Context: an optimization exercise on an open-source flow, tuned for small area, a short achievable clock period and few clock cycles. The choices shown serve that exercise and are no tape-out recipe.
Function was checked by simulation only, so behaviour that the tests miss may differ from the original.
Power is estimated from default activity; no workload was simulated.

==> flow/design.v, too long to show whole: its modules and the start of the top module <==
// module cpu_multiciclo: 202 lines
// module cpu_mul_csa: 1467 lines
module cpu_multiciclo #(
  parameter int DATA_W = 32,
  parameter int ADDR_W = 8
) (
  input  logic              clock,
  input  logic              reset,
  output logic              mem_en,
  output logic              mem_we,
  output logic [ADDR_W-1:0] mem_addr,
  output logic [DATA_W-1:0] mem_wdata,
  input  logic [DATA_W-1:0] mem_rdata,
  input  logic              mem_ready,
  output logic              halted,
  output logic [ADDR_W-1:0] pc_out,
  output logic [31:0]       instret,
  input  logic [3:0]        dbg_raddr,
  output logic [DATA_W-1:0] dbg_rdata
);
  // ...
==> flow/run.sh <==
#!/bin/bash
# synth_recipe.tcl (not shown) runs the flow's synth.tcl, then flattens the netlist and writes it again
# the make line also repeats each setting of config.mk as NAME=value (left out here)
make -C /OpenROAD-flow-scripts/flow DESIGN_CONFIG=/design/flow/config.mk WORK_HOME=/design/flow/orfs CLKGATE_MAP_FILE= SYNTH_SCRIPT=/design/flow/synth_recipe.tcl finish
==> flow/config.mk <==
export PLATFORM = sky130hd
export DESIGN_NAME = cpu_multiciclo
export DESIGN_NICKNAME = cpu_multiciclo
export VERILOG_FILES = /design/flow/design.v
export SDC_FILE = /design/flow/constraint.sdc
export NUM_CORES = 4
export LEC_CHECK = 0
export CAP_MARGIN = 30
export CORE_MARGIN = 2
export CORE_UTILIZATION = 30
export SETUP_SLACK_MARGIN = 3
export SLEW_MARGIN = 30
export TNS_END_PERCENT = 100
==> flow/constraint.sdc <==
create_clock -name core_clock -period 10.0 [get_ports {clock}]
set_input_delay 2.0000 -clock core_clock [delete_from_list [all_inputs] [get_ports {clock}]]
set_output_delay 2.0000 -clock core_clock [all_outputs]
set_load 0.01 [all_outputs]
==> results.json, run 1 <==
{
  "async_flop_share_pct": 8.418,
  "cp-start-kind": "input pin",
  "wl_met2_um": 106700,
  "grt_max_degree": 67,
  "r2r_end": "mc_r[28]",
  "yosys.area_share.adder_pct": 19.60,
  "cts_tree": "built",
  "finalCritPeriodShare_pct": 70.42,
  "io_pins": 154,
  "critPathRequiredTime_ns": 8.00,
  "maxPowerGroup": "combinational cells",
  "finalSetupViolations": 0,
  "drt-met1-wl_um": 87360,
  "grt.met1_usage_pct": 32.64,
  "final_hold_viol_count": 0,
  "hp-class": "flip-flop to flip-flop",
  "rsz0062_at_grt": "true",
  "synth-simple-area-share_pct": 12.09,
  "ys_types": 93,
  "multiInputGateArea_sq_um": 29850,
  "r2r_slack_ns": 3.81,
  "min_path_cells": 1,
  "vdd_ir_drop_max_mv": 0.6446,
  "worst_path_most_repeated_cell": "clkdlybuf4s50_1",
  "maxCapViolCount": 0,
  "io_buffers": 153,
  "min_period_ns": 7.042,
  "grt_pass1_vias": 47027,
  "power_frac_seq_pct": 20.6,
  "start_util_pct": 30.27,
  "antenna_found_initial": 12,
  "place_area_sq_um": 57180,
  "outcome": "timing/DRC/antenna clean",
  "syn_to_final_growth_pct": 13.39,
  "die_w_um": 423.2,
  "clkLatencyLatePin_ns": 0.72,
  "cts_inserted_buffers": 77,
  "synth.area.mux_share_pct": 2.995,
  "crit_family": "buffers and inverters"
}
Testbench counts, summed over its fixed seeds: cycles 16,593.
==> module cpu_multiciclo, before the edit <==
module cpu_multiciclo #(
  parameter int DATA_W = 32,
  parameter int ADDR_W = 8
) (
  input  logic              clock,
  input  logic              reset,
  output logic              mem_en,
  output logic              mem_we,
  output logic [ADDR_W-1:0] mem_addr,
  output logic [DATA_W-1:0] mem_wdata,
  input  logic [DATA_W-1:0] mem_rdata,
  input  logic              mem_ready,
  output logic              halted,
  output logic [ADDR_W-1:0] pc_out,
  output logic [31:0]       instret,
  input  logic [3:0]        dbg_raddr,
  output logic [DATA_W-1:0] dbg_rdata
);
  localparam logic [3:0] OP_ADD  = 4'h0;
  localparam logic [3:0] OP_SUB  = 4'h1;
  localparam logic [3:0] OP_AND  = 4'h2;
  localparam logic [3:0] OP_OR   = 4'h3;
  localparam logic [3:0] OP_XOR  = 4'h4;
  localparam logic [3:0] OP_NOT  = 4'h5;
  localparam logic [3:0] OP_SHL  = 4'h6;
  localparam logic [3:0] OP_SHR  = 4'h7;
  localparam logic [3:0] OP_SAR  = 4'h8;
  localparam logic [3:0] OP_MUL  = 4'h9;
  localparam logic [3:0] OP_ADDI = 4'hA;
  localparam logic [3:0] OP_LW   = 4'hB;
  localparam logic [3:0] OP_SW   = 4'hC;
  localparam logic [3:0] OP_BEQ  = 4'hD;
  localparam logic [3:0] OP_JMP  = 4'hE;
  localparam logic [3:0] OP_HALT = 4'hF;
  logic [3:0]  op;
  logic [3:0]  rd;
  logic [15:0] imm;
  logic [31:0] a_r;        
  logic [31:0] b_r;        
  logic        irv_r;      
  logic [7:0]  pc_r;       
  logic        mst_r;      
  logic [31:0] ms_r;       
  logic [31:0] mc_r;       
  logic [31:0] regs_r [1:15];
  logic [15:1] rv_r;       
  logic [31:0] simm;
  logic        sub;
  logic [31:0] opb;
  logic [32:0] sum_x;
  logic [31:0] sum;
  assign simm  = {{16{imm[15]}}, imm};
  assign sub   = (op == OP_SUB);
  assign opb   = (op == OP_ADDI) ? simm : (sub ? ~b_r : b_r);
  assign sum_x = {a_r, 1'b1} + {opb, sub};
  assign sum   = sum_x[32:1];
  logic        left;
  logic [31:0] sh_in, sh_out, shl_out;
  logic        fill;
  logic [32:0] sh_x;
  assign left = (op == OP_SHL);
  always_comb begin
    for (int i = 0; i < 32; i++) begin
      sh_in[i] = left ? a_r[31-i] : a_r[i];
    end
  end
  assign fill   = (op == OP_SAR) && a_r[31];
  assign sh_x   = $signed({fill, sh_in}) >>> b_r[4:0];
  assign sh_out = sh_x[31:0];
  always_comb begin
    for (int i = 0; i < 32; i++) begin
      shl_out[i] = sh_out[31-i];
    end
  end
  logic [31:0] csa_s, csa_c, mul_p;
  cpu_mul_csa u_mul (.a(a_r), .b(b_r), .s(csa_s), .c(csa_c));
  assign mul_p = ms_r + mc_r;
  logic [31:0] res;
  always_comb begin
    case (op)
      OP_ADD, OP_SUB, OP_ADDI: res = sum;
      OP_AND:  res = a_r & b_r;
      OP_OR:   res = a_r | b_r;
      OP_XOR:  res = a_r ^ b_r;
      OP_NOT:  res = ~a_r;
      OP_SHL:  res = shl_out;
      OP_SHR, OP_SAR: res = sh_out;
      default: res = mul_p;
    endcase
  end
  logic [7:0] pc1, pct, npc, ea;
  logic       is_mem, is_exec, taken;
  assign pc1     = pc_r + 8'd1;
  assign pct     = pc1 + imm[7:0];
  assign taken   = (op == OP_BEQ) && (a_r == b_r);
  assign npc     = (op == OP_JMP) ? imm[7:0] : (taken ? pct : pc1);
  assign ea      = a_r[7:0] + imm[7:0];
  assign is_mem  = (op == OP_LW) || (op == OP_SW);
  assign is_exec = !is_mem && (op != OP_HALT) && !((op == OP_MUL) && !mst_r);
  logic fetching;
  assign fetching = !halted && (!irv_r || is_exec);
  always_comb begin
    mem_en   = 1'b0;
    mem_we   = 1'b0;
    mem_addr = pc_r;
    if (!halted) begin
      if (!irv_r) begin
        mem_en = 1'b1;
      end else if (is_mem) begin
        mem_en   = 1'b1;
        mem_we   = (op == OP_SW);
        mem_addr = ea;
      end else if (is_exec) begin
        mem_en   = 1'b1;
        mem_addr = npc;
      end
    end
  end
  assign mem_wdata = b_r;
  assign pc_out    = pc_r;
  logic        wex;
  logic        wen;
  logic [31:0] wd;
  assign wex = !halted && irv_r && (op <= OP_MUL || op == OP_ADDI) && (rd != 4'd0) && is_exec;
  assign wen = wex || (!halted && irv_r && (op == OP_LW) && (rd != 4'd0) && mem_ready);
  assign wd  = (op == OP_LW) ? mem_rdata : res;
  logic [3:0]  fa, fb;
  logic [31:0] ra_s, rb_s, d_s;
  assign fa = mem_rdata[23:20];
  assign fb = mem_rdata[19:16];
  always_comb begin
    ra_s = 32'd0;
    rb_s = 32'd0;
    d_s  = 32'd0;
    for (int i = 1; i < 16; i++) begin
      ra_s = ra_s | ({32{(fa == 4'(i)) && rv_r[i]}} & regs_r[i]);
      rb_s = rb_s | ({32{(fb == 4'(i)) && rv_r[i]}} & regs_r[i]);
      d_s  = d_s  | ({32{(dbg_raddr == 4'(i)) && rv_r[i]}} & regs_r[i]);
    end
  end
  assign dbg_rdata = d_s;
  always_ff @(posedge clock) begin
    for (int i = 1; i < 16; i++) begin
      if (wen && (rd == 4'(i))) begin
        regs_r[i] <= wd;
      end
    end
  end
  always_ff @(posedge clock or posedge reset) begin
    if (reset) begin
      rv_r <= '0;
    end else begin
      for (int i = 1; i < 16; i++) begin
        if (wen && (rd == 4'(i))) begin
          rv_r[i] <= 1'b1;
        end
      end
    end
  end
  always_ff @(posedge clock) begin
    if (fetching && mem_ready) begin
      op  <= mem_rdata[31:28];
      rd  <= mem_rdata[27:24];
      imm <= mem_rdata[15:0];
      a_r <= (wex && (rd == fa)) ? res : ra_s;
      b_r <= (wex && (rd == fb)) ? res : rb_s;
    end
  end
  always_ff @(posedge clock) begin
    ms_r <= csa_s;
    mc_r <= csa_c;
  end
  always_ff @(posedge clock or posedge reset) begin
    if (reset) begin
      irv_r   <= 1'b0;
      pc_r    <= 8'd0;
      mst_r   <= 1'b0;
      halted  <= 1'b0;
      instret <= 32'd0;
    end else if (!halted) begin
      if (!irv_r) begin
        irv_r <= mem_ready;
      end else if (is_mem) begin
        if (mem_ready) begin
          pc_r    <= pc1;
          irv_r   <= 1'b0;
          instret <= instret + 32'd1;
        end
      end else if (op == OP_HALT) begin
        halted  <= 1'b1;
        instret <= instret + 32'd1;
      end else if (!is_exec) begin
        mst_r <= 1'b1;
      end else begin
        mst_r   <= 1'b0;
        pc_r    <= npc;
        instret <= instret + 32'd1;
        irv_r   <= mem_ready;
      end
    end
  end
endmodule
==> run 2, diff against run 1 <==
--- a/flow/design.v
+++ b/flow/design.v
@@ -35,18 +35,17 @@
   logic [3:0]  op;
   logic [3:0]  rd;
   logic [15:0] imm;
   logic [31:0] a_r;        
   logic [31:0] b_r;        
   logic        irv_r;      
   logic [7:0]  pc_r;       
   logic        mst_r;      
-  logic [31:0] ms_r;       
-  logic [31:0] mc_r;       
+  logic [63:0] mr_r;       
   logic [31:0] regs_r [1:15];
   logic [15:1] rv_r;       
   logic [31:0] simm;
   logic        sub;
   logic [31:0] opb;
   logic [32:0] sum_x;
   logic [31:0] sum;
   assign simm  = {{16{imm[15]}}, imm};
@@ -67,19 +66,20 @@
   assign fill   = (op == OP_SAR) && a_r[31];
   assign sh_x   = $signed({fill, sh_in}) >>> b_r[4:0];
   assign sh_out = sh_x[31:0];
   always_comb begin
     for (int i = 0; i < 32; i++) begin
       shl_out[i] = sh_out[31-i];
     end
   end
-  logic [31:0] csa_s, csa_c, mul_p;
-  cpu_mul_csa u_mul (.a(a_r), .b(b_r), .s(csa_s), .c(csa_c));
-  assign mul_p = ms_r + mc_r;
+  logic [63:0] csa_r;
+  logic [31:0] mul_p;
+  cpu_mul_csa u_mul (.a(a_r), .b(b_r), .r(csa_r));
+  assign mul_p = mr_r[31:0] + mr_r[63:32];
   logic [31:0] res;
   always_comb begin
     case (op)
       OP_ADD, OP_SUB, OP_ADDI: res = sum;
       OP_AND:  res = a_r & b_r;
       OP_OR:   res = a_r | b_r;
       OP_XOR:  res = a_r ^ b_r;
       OP_NOT:  res = ~a_r;
@@ -91,17 +91,17 @@
   logic [7:0] pc1, pct, npc, ea;
   logic       is_mem, is_exec, taken;
   assign pc1     = pc_r + 8'd1;
   assign pct     = pc1 + imm[7:0];
   assign taken   = (op == OP_BEQ) && (a_r == b_r);
   assign npc     = (op == OP_JMP) ? imm[7:0] : (taken ? pct : pc1);
   assign ea      = a_r[7:0] + imm[7:0];
   assign is_mem  = (op == OP_LW) || (op == OP_SW);
-  assign is_exec = !is_mem && (op != OP_HALT) && !((op == OP_MUL) && !mst_r);
+  assign is_exec = !is_mem && !((op == OP_MUL) && !mst_r);
   logic fetching;
   assign fetching = !halted && (!irv_r || is_exec);
   always_comb begin
     mem_en   = 1'b0;
     mem_we   = 1'b0;
     mem_addr = pc_r;
     if (!halted) begin
       if (!irv_r) begin
@@ -162,54 +162,57 @@
       op  <= mem_rdata[31:28];
       rd  <= mem_rdata[27:24];
       imm <= mem_rdata[15:0];
       a_r <= (wex && (rd == fa)) ? res : ra_s;
       b_r <= (wex && (rd == fb)) ? res : rb_s;
     end
   end
   always_ff @(posedge clock) begin
-    ms_r <= csa_s;
-    mc_r <= csa_c;
+    mr_r <= csa_r;
   end
+  logic f_halt;
+  assign f_halt = fetching && mem_ready && (mem_rdata[31:28] == OP_HALT);
   always_ff @(posedge clock or posedge reset) begin
     if (reset) begin
       irv_r   <= 1'b0;
       pc_r    <= 8'd0;
       mst_r   <= 1'b0;
       halted  <= 1'b0;
       instret <= 32'd0;
     end else if (!halted) begin
+      if (f_halt) begin
+        halted <= 1'b1;
+      end
       if (!irv_r) begin
         irv_r <= mem_ready;
+        if (f_halt) begin
+          instret <= instret + 32'd1;
+        end
       end else if (is_mem) begin
         if (mem_ready) begin
           pc_r    <= pc1;
           irv_r   <= 1'b0;
           instret <= instret + 32'd1;
         end
-      end else if (op == OP_HALT) begin
-        halted  <= 1'b1;
-        instret <= instret + 32'd1;
       end else if (!is_exec) begin
         mst_r <= 1'b1;
       end else begin
         mst_r   <= 1'b0;
         pc_r    <= npc;
-        instret <= instret + 32'd1;
+        instret <= instret + (f_halt ? 32'd2 : 32'd1);
         irv_r   <= mem_ready;
       end
     end
   end
 endmodule
 module cpu_mul_csa (
   input  logic [31:0] a,
   input  logic [31:0] b,
-  output logic [31:0] s,
-  output logic [31:0] c
+  output logic [63:0] r
 );
   wire pp_0_0 = a[0] & b[0];
   wire pp_0_1 = a[1] & b[0];
   wire pp_0_2 = a[2] & b[0];
   wire pp_0_3 = a[3] & b[0];
   wire pp_0_4 = a[4] & b[0];
   wire pp_0_5 = a[5] & b[0];
   wire pp_0_6 = a[6] & b[0];
@@ -1659,11 +1662,11 @@
   wire fs461 = fc430 ^ fs431 ^ fs399;
   wire fc461 = (fc430 & fs431) | (fc430 & fs399) | (fs431 & fs399);
   wire fs462 = fc431 ^ fs432 ^ fs401;
   wire fc462 = (fc431 & fs432) | (fc431 & fs401) | (fs432 & fs401);
   wire fs463 = fc432 ^ fs433 ^ fs403;
   wire fc463 = (fc432 & fs433) | (fc432 & fs403) | (fs433 & fs403);
   wire fs464 = fc433 ^ fs434 ^ fs405;
   wire fc464 = (fc433 & fs434) | (fc433 & fs405) | (fs434 & fs405);
-  assign s = {fc463, fc462, fc461, fc460, fc459, fc458, fc457, fc456, fc455, fc454, fc453, fc452, fc451, fc450, fc449, fc448, fc447, fc446, fc445, fc444, fc443, fc442, fc441, fc440, fc439, fc438, fc437, fc436, hc435, hs435, pp_0_1, pp_0_0};
-  assign c = {fs464, fs463, fs462, fs461, fs460, fs459, fs458, fs457, fs456, fs455, fs454, fs453, fs452, fs451, fs450, fs449, fs448, fs447, fs446, fs445, fs444, fs443, fs442, fs441, fs440, fs439, fs438, fs437, fs436, pp_2_0, pp_1_0, 1'b0};
+  assign r[31:0] = {fc463, fc462, fc461, fc460, fc459, fc458, fc457, fc456, fc455, fc454, fc453, fc452, fc451, fc450, fc449, fc448, fc447, fc446, fc445, fc444, fc443, fc442, fc441, fc440, fc439, fc438, fc437, fc436, hc435, hs435, pp_0_1, pp_0_0};
+  assign r[63:32] = {fs464, fs463, fs462, fs461, fs460, fs459, fs458, fs457, fs456, fs455, fs454, fs453, fs452, fs451, fs450, fs449, fs448, fs447, fs446, fs445, fs444, fs443, fs442, fs441, fs440, fs439, fs438, fs437, fs436, pp_2_0, pp_1_0, 1'b0};
 endmodule
==> flow/flow/run.sh (new file) <==
#!/bin/bash
# Standard synthesis, then the standard layout with the ports buffered by
# buf_4 cells (the default port buffer is a slow delay cell).
set -euo pipefail
bash standard.sh synth > synth.log 2>&1
bash standard.sh "BUFFER_PORTS_ARGS=-buffer_cell sky130_fd_sc_hd__buf_4" finish > layout.log 2>&1
==> flow/standard.sh (new file) <==
#!/bin/bash
# synth_recipe.tcl (not shown) runs the flow's synth.tcl, then flattens the netlist and writes it again
# the make line also repeats each setting of config.mk as NAME=value (left out here)
make -C /OpenROAD-flow-scripts/flow DESIGN_CONFIG=/design/flow/config.mk WORK_HOME=/design/flow/orfs CLKGATE_MAP_FILE= SYNTH_SCRIPT=/design/flow/synth_recipe.tcl "${@:-finish}"
==> flow/config.mk (replaced) <==
export PLATFORM = sky130hd
export DESIGN_NAME = cpu_multiciclo
export DESIGN_NICKNAME = cpu_multiciclo
export VERILOG_FILES = /design/flow/design.v
export SDC_FILE = /design/flow/constraint.sdc
export NUM_CORES = 4
export LEC_CHECK = 0
export CAP_MARGIN = 30
export CORE_MARGIN = 2
export CORE_UTILIZATION = 55
export CTS_CLUSTER_DIAMETER = 80
export CTS_CLUSTER_SIZE = 20
export SETUP_SLACK_MARGIN = 4
export SLEW_MARGIN = 30
export TNS_END_PERCENT = 100
removed: flow/run.sh
==> run 2 against run 1 <==
  * Synthesized area grew 0.30%
  * Via count up 1.9%
  * Critical path depth fell by 1
  * Global-route usage grew 21 points
  * Die area shrank 45%
  * Still clean on timing, DRC and antenna
  * Setup slack gained 0.95 ns
  * Cell area decreased by 1.8%
  * Synthesized cell count grew 1.1%
  * Highest routed layer unchanged
  * Total power shrank 22%
==> results.json, run 2 <==
{
  "cp-start-kind": "input pin",
  "clkSinkCount": 689,
  "p_leak_nw": 22.41,
  "finalCritPeriodShare_pct": 60.89,
  "fin_util_pct": 61.68,
  "synth_top_family_by_area": "adder cells",
  "slew_viol_final": 0,
  "synthCells": 5196,
  "die_y_um": 314.1,
  "cp_max_fo": 32,
  "mostFrequentLayoutCell": "edfxtp_1",
  "cts_inserted_buffers": 46,
  "min_period_ns": 6.089,
  "syn_to_final_growth_pct": 10.97,
  "io_buffers": 153,
  "synth_ff_type": "edfxtp_1",
  "skew_ns": 0.05992,
  "arrival_ns": 4.09,
  "syn_area_sq_um": 52890,
  "yosys.area_share.adder_pct": 19.63,
  "die_area_sq_um": 98660,
  "rsz0062_at_grt": "true",
  "synth-simple-area-share_pct": 12.56,
  "clk_pin_slew_worst_paths_ns": 0.08,
  "maxCapViolCount": 0,
  "biggestRegsByFlops": "regs_r (480), mr_r (63)",
  "crit_buf_inv": 2,
  "final_hold_viol_count": 0,
  "totalWireLength_um": 241400,
  "synth-xor-area-share_pct": 3.080,
  "async_flop_share_pct": 8.418,
  "cts_root_buf": "clkbuf_16",
  "finalSetupViolations": 0,
  "synth_compound_area_share_pct": 18.60,
  "drc": 0,
  "clock.fmax_mhz": 164.2,
  "path_class": "input pin to output port",
  "worst_pin_slew_ns": 1.162,
  "critPathRequiredTime_ns": 8.00,
  "nNetsFinal": 5881,
  "gr-usage-all-layers_pct": 48.03,
  "synth_edf_count": 568,
  "hp-class": "flip-flop to flip-flop",
  "overflow": 0,
  "clock_path_buffers": 3,
  "grt_pass1_vias": 47042,
  "synth.most_common_cell": "edfxtp_1",
  "synth.area.mux_share_pct": 2.269,
  "vdd_ir_drop_max_mv": 0.4279,
  "largest_reg_flops": 480,
  "outcome": "timing/DRC/antenna clean",
  "fillers": 7986,
  "first_iter_violations": 10261,
  "postCtsHoldBufs": 0,
  "power_density_nw_per_um2": 285.1,
  "dp_hpwl_um": 149600,
  "grt_first_pass_wirelength_um": 336600,
  "gp_congestion": 1.064,
  "crit_family": "simple AND/OR/NAND/NOR gates",
  "clkLatencyLatePin_ns": 0.73,
  "crit_chain": "buf_4, nor2b_1, and3_4, a22oi_1, and3_1, nand4_1, buf_4",
  "io_pins": 154,
  "drtPass1Iterations": 14,
  "synth_area_leader_cell": "edfxtp_1",
  "ys_top_cells_by_area": "edfxtp_1 32%, fa_1 16%, a22oi_1 6.1%",
  "yosys_warnings": 2,
  "synth_seq_cells": 689,
  "cts_tree": "built",
  "top_register": "regs_r",
  "dr_total_vias": 48478,
  "crit_path_end_kind": "output port",
  "ys_types": 85,
  "ys_seq_area_share_pct": 37.38,
  "rows": 113,
  "final_cell_mix": "568 x edfxtp_1, 477 x inv_1, 432 x a22oi_1, 421 x nor2_1, 411 x fa_1",
  "syn_nets": 5818,
  "critPathSlowestCell": "and3_4",
  "tns_ns": 0,
  "htree_num_levels": 2,
  "synth_top_area_share_pct": 32.25,
  "antenna_found_initial": 11,
  "avgSynthCellArea_sq_um": 10.18,
  "coreArea_sq_um": 95150,
  "yosys-top-cells-count": "568 x edfxtp_1, 498 x inv_1, 435 x nor2_1",
  "multiInputGateArea_sq_um": 30170,
  "worst_path_most_repeated_cell": "buf_4",
  "relSlewSlack_pct": 22.27,
  "ant_nets": 0,
  "regArea_sq_um": 19770,
  "wl_per_cell_um": 36.82,
  "drive_gt1_share_pct": 13.11,
  "die_w_um": 314.1,
  "design_power_total_mw": 16.73,
  "start_util_pct": 55.58,
  "critPathMaxStageDelay_ns": 0.70,
  "grt_max_degree": 69,
  "vias_per_cell": 7.393
}
[run 2: cell families (layout without fill, tap and decap cells)]
logic type,after synthesis,count (layout)
mux,77,77
fa+ha+maj,583,583
simple gates,1424,1424
buf+inv,906,995
compound gates,1331,1331
flops,689,689
other cells,0,7
xor+xnor,186,186
[run 2: metrics by stage]
| step | worst slack [ns] | std cells | hold slack (ns) | area (sq um) |
|---|---|---|---|---|
| CTS | 3.943 | 6500 | 0.4851 | 57700 |
| global route | 3.920 | 6550 | 0.5160 | 58680 |
| global placement | 3.865 | 6396 | 0.4633 | 55670 |
| finish | 3.911 | 6557 | 0.4785 | 58690 |
| detailed placement | 3.893 | 6398 | 0.4736 | 55750 |
| floorplan | 4.063 | 5196 | 0.4601 | 52910 |
[run 2: timing repair]
action / 4_1_cts / 5_1_grt
setup buffers: 26 / 44
pin swaps: 2 / 13
gates resized for setup: 70 / 131
setup endpoints to repair: 18 / 28
gates cloned: 2 / 6
hold endpoints to repair: 0 / 0
[run 2: where the power goes]
part	internal [mW]	leakage [nW]	total, mW	switching, mW
Combinational	3.91	15.3	10.5	6.60
Sequential	3.96	6.46	4.20	0.239
Clock	0.908	0.698	2.02	1.11
Total	8.78	22.4	16.7	7.95
[run 2: path summary, 6_finish.rpt]
kind / from / to / cells past startpoint / slack, ns
setup / recovery: dbg_raddr[0] / dbg_rdata[0] / 7 / 3.91
hold / removal: instret[31] / instret[31] / 1 / 0.48
setup reg to reg: op[2] / regs_r[3][24] / 13 / 4.20
hold reg to reg: instret[31] / instret[31] / 1 / 0.48
max in group asynchronous: reset / instret[2] / 3 / 7.92
min in group asynchronous: reset / instret[22] / 3 / 1.54
[run 2: final cells by class]
class	count	area share [%]
Inverter	518	3.505
Timing Repair Buffer	403	6.197
Tap cell	1265	2.697
Antenna cell	7	0.02985
Clock inverter	15	0.3688
Clock buffer	59	2.115
Sequential cell	689	33.68
Multi-Input combinational cell	3601	51.41
[run 2: worst reg2reg max path, delay by kind of cell, from the launching register on]
family / cells / cell delay, ns
AO/OA/AOI/OAI: 5 / 1.82
XOR/XNOR: 1 / 0.23
adder cells (fa/ha/maj): 1 / 0.44
buffers and inverters: 1 / 0.51
flip-flops: 1 / 0.73
AND/OR/NAND/NOR: 5 / 1.82
[run 2: metal layers]
layer | wire length (um) | track usage, % | vias to the layer above
met5 | 323 | 0.7253 | -
met4 | 23830 | 34.16 | 20
met3 | 38760 | 20.41 | 1474
met2 | 99680 | 69.29 | 4656
met1 | 78840 | 57.75 | 23274
li1 | - | - | 19054
Testbench counts of run 2, summed over its fixed seeds: cycles 16,497.
==> run 3, diff against run 2 <==
--- a/flow/design.v
+++ b/flow/design.v
@@ -89,10 +89,9 @@
     endcase
   end
-  logic [7:0] pc1, pct, npc, ea;
+  logic [7:0] pc1, pct, ea, seq_addr;
   logic       is_mem, is_exec, taken;
   assign pc1     = pc_r + 8'd1;
   assign pct     = pc1 + imm[7:0];
-  assign taken   = (op == OP_BEQ) && (a_r == b_r);
-  assign npc     = (op == OP_JMP) ? imm[7:0] : (taken ? pct : pc1);
+  assign taken   = irv_r && (op == OP_BEQ) && (a_r == b_r);
   assign ea      = a_r[7:0] + imm[7:0];
   assign is_mem  = (op == OP_LW) || (op == OP_SW);
@@ -101,19 +100,16 @@
   assign fetching = !halted && (!irv_r || is_exec);
   always_comb begin
-    mem_en   = 1'b0;
-    mem_we   = 1'b0;
-    mem_addr = pc_r;
-    if (!halted) begin
-      if (!irv_r) begin
-        mem_en = 1'b1;
-      end else if (is_mem) begin
-        mem_en   = 1'b1;
-        mem_we   = (op == OP_SW);
-        mem_addr = ea;
-      end else if (is_exec) begin
-        mem_en   = 1'b1;
-        mem_addr = npc;
-      end
+    mem_en   = !halted && (!irv_r || is_mem || is_exec);
+    mem_we   = !halted && irv_r && (op == OP_SW);
+    if (!irv_r) begin
+      seq_addr = pc_r;
+    end else if (is_mem) begin
+      seq_addr = ea;
+    end else if (op == OP_JMP) begin
+      seq_addr = imm[7:0];
+    end else begin
+      seq_addr = pc1;
     end
+    mem_addr = taken ? pct : seq_addr;
   end
   assign mem_wdata = b_r;
@@ -198,5 +194,5 @@
       end else begin
         mst_r   <= 1'b0;
-        pc_r    <= npc;
+        pc_r    <= mem_addr;
         instret <= instret + (f_halt ? 32'd2 : 32'd1);
         irv_r   <= mem_ready;
==> run 3 against run 2 <==
  * Cell count is 3.3% lower
  * Sequential power is 27% lower
  * Clock-buffer cell count is 3 higher
  * Register-to-register slack worse by 0.04 ns
  * Routed wire length is 3.7% lower
  * Utilization is 1.6 points lower
  * Synthesized area is 0.70% lower
  * Still clean
  * Largest power group is now sequential cells
  * Non-clock buffer count is 81 lower
  * Largest cell class unchanged
  * Sequential share of layout area is 1.0 points higher
==> results.json, run 3 <==
{
  "outcome": "timing/DRC/antenna clean",
  "clkSinkCount": 689,
  "arrival_ns": 4.03,
  "power_frac_comb_pct": 0.8,
  "cts_root_buf": "clkbuf_16",
  "slew_viol_final": 0,
  "clkPwrFrac_pct": 40.5,
  "largest_reg_flops": 480,
  "yosys-top-cells-count": "568 x edfxtp_1, 497 x inv_1, 442 x nor2_1",
  "overflow": 0,
  "cp_max_fo": 32,
  "min_period_ns": 6.033,
  "grt_pass1_vias": 45791,
  "avgSynthCellArea_sq_um": 10.39,
  "synth_edf_count": 568,
  "synth_area_leader_cell": "edfxtp_1",
  "worst_pin_slew_ns": 1.044,
  "antenna_found_initial": 11,
  "clk_pin_slew_worst_paths_ns": 0.09,
  "grt_first_pass_wirelength_um": 326900,
  "gp_congestion": 1.061,
  "finalCritPeriodShare_pct": 60.33,
  "nNetsFinal": 5665,
  "syn_nets": 5675,
  "coreArea_sq_um": 94870,
  "maxCapViolCount": 0,
  "clock_path_buffers": 3,
  "critPathMaxStageDelay_ns": 0.61,
  "crit_chain": "buf_4, nor2b_1, and3_2, buf_4, a22oi_1, and3_1, nand4_1, buf_4",
  "dp_hpwl_um": 145800,
  "p_leak_nw": 22.23,
  "tns_ns": 0,
  "ys_top_cells_by_area": "edfxtp_1 32%, fa_1 16%, a22oi_1 5.8%",
  "die_w_um": 313.0,
  "relSlewSlack_pct": 30.43,
  "mostFrequentLayoutCell": "edfxtp_1",
  "ant_nets": 0,
  "start_util_pct": 55.36,
  "syn_area_sq_um": 52520,
  "rsz0062_at_grt": "false",
  "fillers": 7989,
  "setup_slack_ns": 3.967,
  "crit_buf_inv": 3,
  "synth.most_common_cell": "edfxtp_1",
  "totalWireLength_um": 232600,
  "htree_num_levels": 2,
  "power_density_nw_per_um2": 91.49,
  "die_y_um": 313.0,
  "cp-start-kind": "input pin",
  "crit_family": "simple AND/OR/NAND/NOR gates",
  "critPathSlowestCell": "buf_4",
  "synth_top_area_share_pct": 32.48,
  "io_buffers": 153,
  "drive_gt1_share_pct": 12.18,
  "top_register": "regs_r",
  "io_pins": 154,
  "swShare_pct": 22.47,
  "postCtsHoldBufs": 0,
  "async_flop_share_pct": 8.418,
  "ys_seq_area_share_pct": 37.64,
  "rows": 113,
  "drc": 0,
  "regArea_sq_um": 19770,
  "multiInputGateArea_sq_um": 29640,
  "syn_to_final_growth_pct": 8.458,
  "ys_types": 89,
  "finalSetupViolations": 0,
  "cts_inserted_buffers": 48,
  "cts_tree": "built",
  "synth_seq_cells": 689,
  "yosys_warnings": 2,
  "hp-class": "flip-flop to flip-flop",
  "drtPass1Iterations": 11,
  "power_frac_seq_pct": 58.8,
  "synth_ff_type": "edfxtp_1",
  "p_sw_mw": 1.171,
  "wl_per_cell_um": 36.67,
  "intPower_mw": 4.040,
  "skew_ns": 0.02739,
  "post-place-ws_ns": 3.871,
  "dr_total_vias": 46778,
  "worst_path_most_repeated_cell": "buf_4",
  "crit_path_end_kind": "output port",
  "vdd_ir_drop_max_mv": 0.1661,
  "first_iter_violations": 9250,
  "vias_per_cell": 7.376,
  "path_class": "input pin to output port",
  "final_cell_mix": "568 x edfxtp_1, 495 x inv_1, 422 x nor2_1, 411 x fa_1, 408 x a22oi_1",
  "clkLatencyLatePin_ns": 0.71,
  "die_area_sq_um": 97980,
  "final_hold_viol_count": 0,
  "biggestRegsByFlops": "regs_r (480), mr_r (63)",
  "critPathRequiredTime_ns": 8.00,
  "gr-usage-all-layers_pct": 46.71,
  "grt_max_degree": 66,
  "synthCells": 5053,
  "clock.fmax_mhz": 165.8
}
[run 3: worst paths after layout]
path	start	to	slack, ns	cells past startpoint
min in group asynchronous	reset	rv_r[9]	1.52	3
max reg2reg	op[3]	regs_r[12][27]	4.16	15
min	instret[31]	instret[31]	0.49	1
min reg2reg	instret[31]	instret[31]	0.49	1
max	dbg_raddr[0]	dbg_rdata[28]	3.97	8
max in group asynchronous	reset	instret[13]	7.93	3
[run 3: layout make-up]
cell class / count / area share (%)
Clock buffer: 62 / 2.219
Clock inverter: 17 / 0.4789
Tap cell: 1265 / 2.779
Multi-Input combinational cell: 3461 / 52.03
Antenna cell: 5 / 0.02197
Inverter: 521 / 3.442
Sequential cell: 689 / 34.71
Timing Repair Buffer: 322 / 4.323
[run 3: worst register-to-register path, cell delays in order (launching register included)]
cell and delay (ns):
edfxtp_1 0.79, or2b_1 0.35, or2_2 0.65, nor2_4 0.49, a21oi_1 0.10, ha_1 0.43, a21oi_1 0.23, o21bai_1 0.12
a21oi_1 0.38, nor2_1 0.08, o21ai_0 0.47, o2111ai_1 0.20, a221oi_1 0.77, nor2b_1 0.22, a311oi_1 0.07, buf_4 0.24
[run 3: routing by layer]
layer	global-route usage (%)	routed length, um
met2	68.69	97820
met1	56.00	76470
met4	33.39	21930
met3	18.44	36300
met5	0.2418	59
[run 3: power groups by stage]
| stage | clock network [mW] | logic (mW) | registers [mW] |
|---|---|---|---|
| floorplan | 0 | 0.0127 | 3.13 |
| global placement | 0 | 0.0402 | 3.13 |
| detailed placement | 0 | 0.0406 | 3.13 |
| CTS | 2.11 | 0.0408 | 3.06 |
| global route | 2.21 | 0.0431 | 3.06 |
| finish | 2.11 | 0.0409 | 3.06 |
[run 3: cell families (layout without fill, tap and decap cells)]
group                      count (synthesis)  in the layout  synth area share [%]
muxes                                    136            136                 3.883
other                                      0              5                     0
buffers and inverters                    903            922                 6.535
adders and majority gates                583            583                 19.76
xor gates and xnor gates                 197            197                 3.285
and+or+nand+nor                         1319           1319                 11.55
AOI/OAI and AO/OA                       1226           1226                 17.34
DFF                                      689            689                 37.64
[run 3: what timing repair did]
item                                    4_1_cts  5_1_grt
gates cloned                                  0        0
pin swaps                                     2        2
gates resized for setup                       6       11
setup buffers                                 2        0
endpoints found under the setup margin       34       53
[run 3: metrics by stage]
| step | hold slack, ns | utilization (%) | total power, mW | area, sq um | cells |
|---|---|---|---|---|---|
| final | 0.4904 | 60.04 | 5.211 | 56960 | 6342 |
| after floorplan | 0.4601 | - | 3.140 | 52550 | 5053 |
| after CTS | 0.4868 | 59.96 | 5.217 | 56880 | 6336 |
| after global routing | 0.5006 | 60.03 | 5.312 | 56950 | 6337 |
| after global placement | 0.4644 | 58.24 | 3.168 | 55250 | 6254 |
| after detailed placement | 0.4727 | 58.29 | 3.168 | 55300 | 6255 |
Testbench counts of run 3, summed over its fixed seeds: cycles 16,497.
==> run 4, diff against run 3 <==
--- a/flow/config.mk
+++ b/flow/config.mk
@@ -9,6 +9,6 @@
 export CORE_MARGIN = 2
 export CORE_UTILIZATION = 55
-export CTS_CLUSTER_DIAMETER = 80
-export CTS_CLUSTER_SIZE = 20
+export CTS_CLUSTER_DIAMETER = 90
+export CTS_CLUSTER_SIZE = 24
 export SETUP_SLACK_MARGIN = 4
 export SLEW_MARGIN = 30
==> run 4 against run 3 <==
  * Sequential power about the same
  * Synthesized cell count unchanged
  * Global-route usage down 0.068 points
  * Clock skew up 0.012 ns
  * Non-clock buffer count up 1
  * Routed wire length down 0.10%
  * Fmax down 0.96%
  * Critical endpoint is now dbg_rdata[30]
==> results.json, run 4 <==
{
  "mostFrequentLayoutCell": "edfxtp_1",
  "synth.most_common_cell": "edfxtp_1",
  "power_frac_seq_pct": 60.1,
  "overflow": 0,
  "synthCells": 5053,
  "ys_top_cells_by_area": "edfxtp_1 32%, fa_1 16%, a22oi_1 5.8%",
  "synth_seq_cells": 689,
  "grt_first_pass_wirelength_um": 326300,
  "ys_seq_area_share_pct": 37.64,
  "largest_reg_flops": 480,
  "dr_total_vias": 46678,
  "crit_path_end_kind": "output port",
  "fillers": 8007,
  "regArea_sq_um": 19770,
  "multiInputGateArea_sq_um": 29640,
  "slew_viol_final": 0,
  "die_w_um": 313.0,
  "cts_tree": "built",
  "place_area_sq_um": 55300,
  "clk_pin_slew_worst_paths_ns": 0.10,
  "syn_to_final_growth_pct": 8.243,
  "intPower_mw": 3.923,
  "syn_nets": 5675,
  "io_buffers": 153,
  "synth_area_leader_cell": "edfxtp_1",
  "skew_ns": 0.03954,
  "syn_area_sq_um": 52520,
  "avgSynthCellArea_sq_um": 10.39,
  "finalSetupViolations": 0,
  "synth_ff_type": "edfxtp_1",
  "cts_root_buf": "clkbuf_16",
  "synth_edf_count": 568,
  "dp_hpwl_um": 145800,
  "worst_pin_slew_ns": 1.070,
  "gr-usage-all-layers_pct": 46.64,
  "rsz0062_at_grt": "true",
  "cp_max_fo": 32,
  "critPathRequiredTime_ns": 8.00,
  "final_cell_mix": "568 x edfxtp_1, 495 x inv_1, 422 x nor2_1, 411 x fa_1, 408 x a22oi_1",
  "swShare_pct": 23.00,
  "final_area_sq_um": 56850,
  "start_util_pct": 55.36,
  "finalCritPeriodShare_pct": 60.92,
  "relSlewSlack_pct": 28.69,
  "outcome": "timing/DRC/antenna clean",
  "fin_util_pct": 59.92,
  "synth_top_area_share_pct": 32.48,
  "wl_per_cell_um": 36.72,
  "clock_path_buffers": 3,
  "p_sw_mw": 1.172,
  "cp-start-kind": "input pin",
  "async_flop_share_pct": 8.418,
  "totalWireLength_um": 232300,
  "ant_nets": 0,
  "tns_ns": 0,
  "clkPwrFrac_pct": 39.1,
  "die_y_um": 313.0,
  "clock.fmax_mhz": 164.2,
  "drc": 0,
  "drive_gt1_share_pct": 12.19,
  "grt_max_degree": 66,
  "coreArea_sq_um": 94870,
  "cts_inserted_buffers": 43,
  "yosys_warnings": 2,
  "ys_types": 89,
  "vdd_ir_drop_max_mv": 0.1752,
  "path_class": "input pin to output port",
  "p_leak_nw": 22.17,
  "power_density_nw_per_um2": 89.62,
  "first_iter_violations": 9479,
  "hp-class": "flip-flop to flip-flop",
  "maxCapViolCount": 0,
  "vias_per_cell": 7.376,
  "gp_congestion": 1.061,
  "min_period_ns": 6.092,
  "grt_pass1_vias": 45645,
  "yosys-top-cells-count": "568 x edfxtp_1, 497 x inv_1, 442 x nor2_1",
  "top_register": "regs_r",
  "biggestRegsByFlops": "regs_r (480), mr_r (63)",
  "clkSinkCount": 689,
  "htree_num_levels": 2,
  "drtPass1Iterations": 13,
  "rows": 113,
  "final_hold_viol_count": 0,
  "nNetsFinal": 5661,
  "io_pins": 154,
  "antenna_found_initial": 9,
  "die_area_sq_um": 97980,
  "arrival_ns": 4.09,
  "clkLatencyLatePin_ns": 0.72,
  "power_frac_comb_pct": 0.8
}
==> run 4: cell counts after synthesis <==
No cell type changed its count.
==> run 4: critical path: stages <==
cell,delay [ns]
buf_4,0.13
nor2b_1,0.27
and3_2,0.24
buf_4,0.61
a22oi_1,0.19
and3_1,0.20
nand4_1,0.22
buf_4,0.18
==> run 4: layout make-up <==
cell class | instances | area share, %
antenna | 3 | 0.01321
clock inverter | 20 | 0.5745
multi-input combinational | 3461 | 52.13
clock buffer | 46 | 1.913
timing repair buffer | 323 | 4.356
inverter | 521 | 3.451
tap | 1265 | 2.784
sequential | 689 | 34.78
==> run 4: final timing paths <==
path | cells after the start | slack (ns) | startpoint | to
max in group asynchronous | 3 | 7.94 | reset | pc_r[3]
worst min-delay path | 1 | 0.49 | instret[31] | instret[31]
min in group asynchronous | 3 | 1.52 | reset | rv_r[9]
worst min register to register | 1 | 0.49 | instret[31] | instret[31]
worst max register to register | 17 | 4.24 | a_r[5] | mr_r[63]
worst max-delay path | 8 | 3.91 | dbg_raddr[0] | dbg_rdata[30]
==> run 4: metal layers <==
layer | GRT usage (%) | share of wire (%) | vias to the layer above
li1 | - | - | 18334
met1 | 56.35 | 33 | 22524
met2 | 68.50 | 42 | 4378
met3 | 18.08 | 16 | 1428
met4 | 33.09 | 9.4 | 14
met5 | 0 | 0.035 | -
==> run 4: repair_timing <==
action / 4_1_cts / 5_1_grt
pin swaps: 2 / 2
buffers inserted: 2 / 2
setup endpoints to repair: 34 / 53
gates cloned: 0 / 0
gates resized for setup: 6 / 13
endpoints found under the hold margin: 0 / 0
hold buffers: 0 / 0
==> run 4: cells by family after synthesis <==
| logic type | Yosys count | synth area share (%) |
|---|---|---|
| adder cells (fa/ha/maj) | 583 | 19.76 |
| buffers and inverters | 903 | 6.535 |
| XOR/XNOR | 197 | 3.285 |
| AO/OA/AOI/OAI | 1226 | 17.34 |
| multiplexers | 136 | 3.883 |
| AND/OR/NAND/NOR | 1319 | 11.55 |
| flip-flops | 689 | 37.64 |
==> run 4: power by group through the flow <==
stage,clock network (mW),registers [mW],logic (mW)
floorplan,0,3.13,0.0127
global placement,0,3.13,0.0402
detailed placement,0,3.13,0.0406
CTS,2.00,3.06,0.0408
global route,2.10,3.06,0.0430
finish,1.99,3.06,0.0411
==> run 4: per-stage QoR <==
step	cells	setup slack [ns]	power (mW)	hold WS (ns)
after global placement	6254	3.934	3.168	0.4644
after CTS	6323	4.013	5.107	0.4886
after global routing	6325	3.983	5.210	0.5025
after detailed placement	6255	3.871	3.168	0.4727
final	6328	3.908	5.095	0.4856
after floorplan	5053	4.009	3.140	0.4601

[re-timing with driven ports]
How much do the figures lean on ideal ports? The routed layouts below were timed once more, with nothing changed but the port constraints.
Step 1: set_driving_cell puts a clkbuf_16 on clock and a buf_2 on each other input, an assumption about the parent block.
Step 2 adds t to the input delays and takes it off the output delays; t is the mean of the earliest and latest rising clock arrival at the registers after step 1. Input paths then give back, and output paths get back, about the clock's delay inside the block.
Three values: ideal ports, drivers, drivers and shift; two values: the first two.
run | t (ns) | setup slack, ns | hold slack, ns
run 1 | 0.782 | 2.958 / 2.901 / 2.901 | 0.485 / 0.485 / 0.485
run 2 | 0.774 | 3.911 / 3.879 / 3.879 | 0.478 / 0.478 / 0.478
run 3 | 0.766 | 3.967 / 3.942 / 3.942 | 0.490 / 0.490 / 0.490
run 4 | 0.776 | 3.908 / 3.883 / 3.883 | 0.486 / 0.486 / 0.486
After both steps setup and hold are still met in every run listed. The setup slack of run 1, which loses most, moves by -0.057 ns with the drivers and by -0.057 ns with both steps.
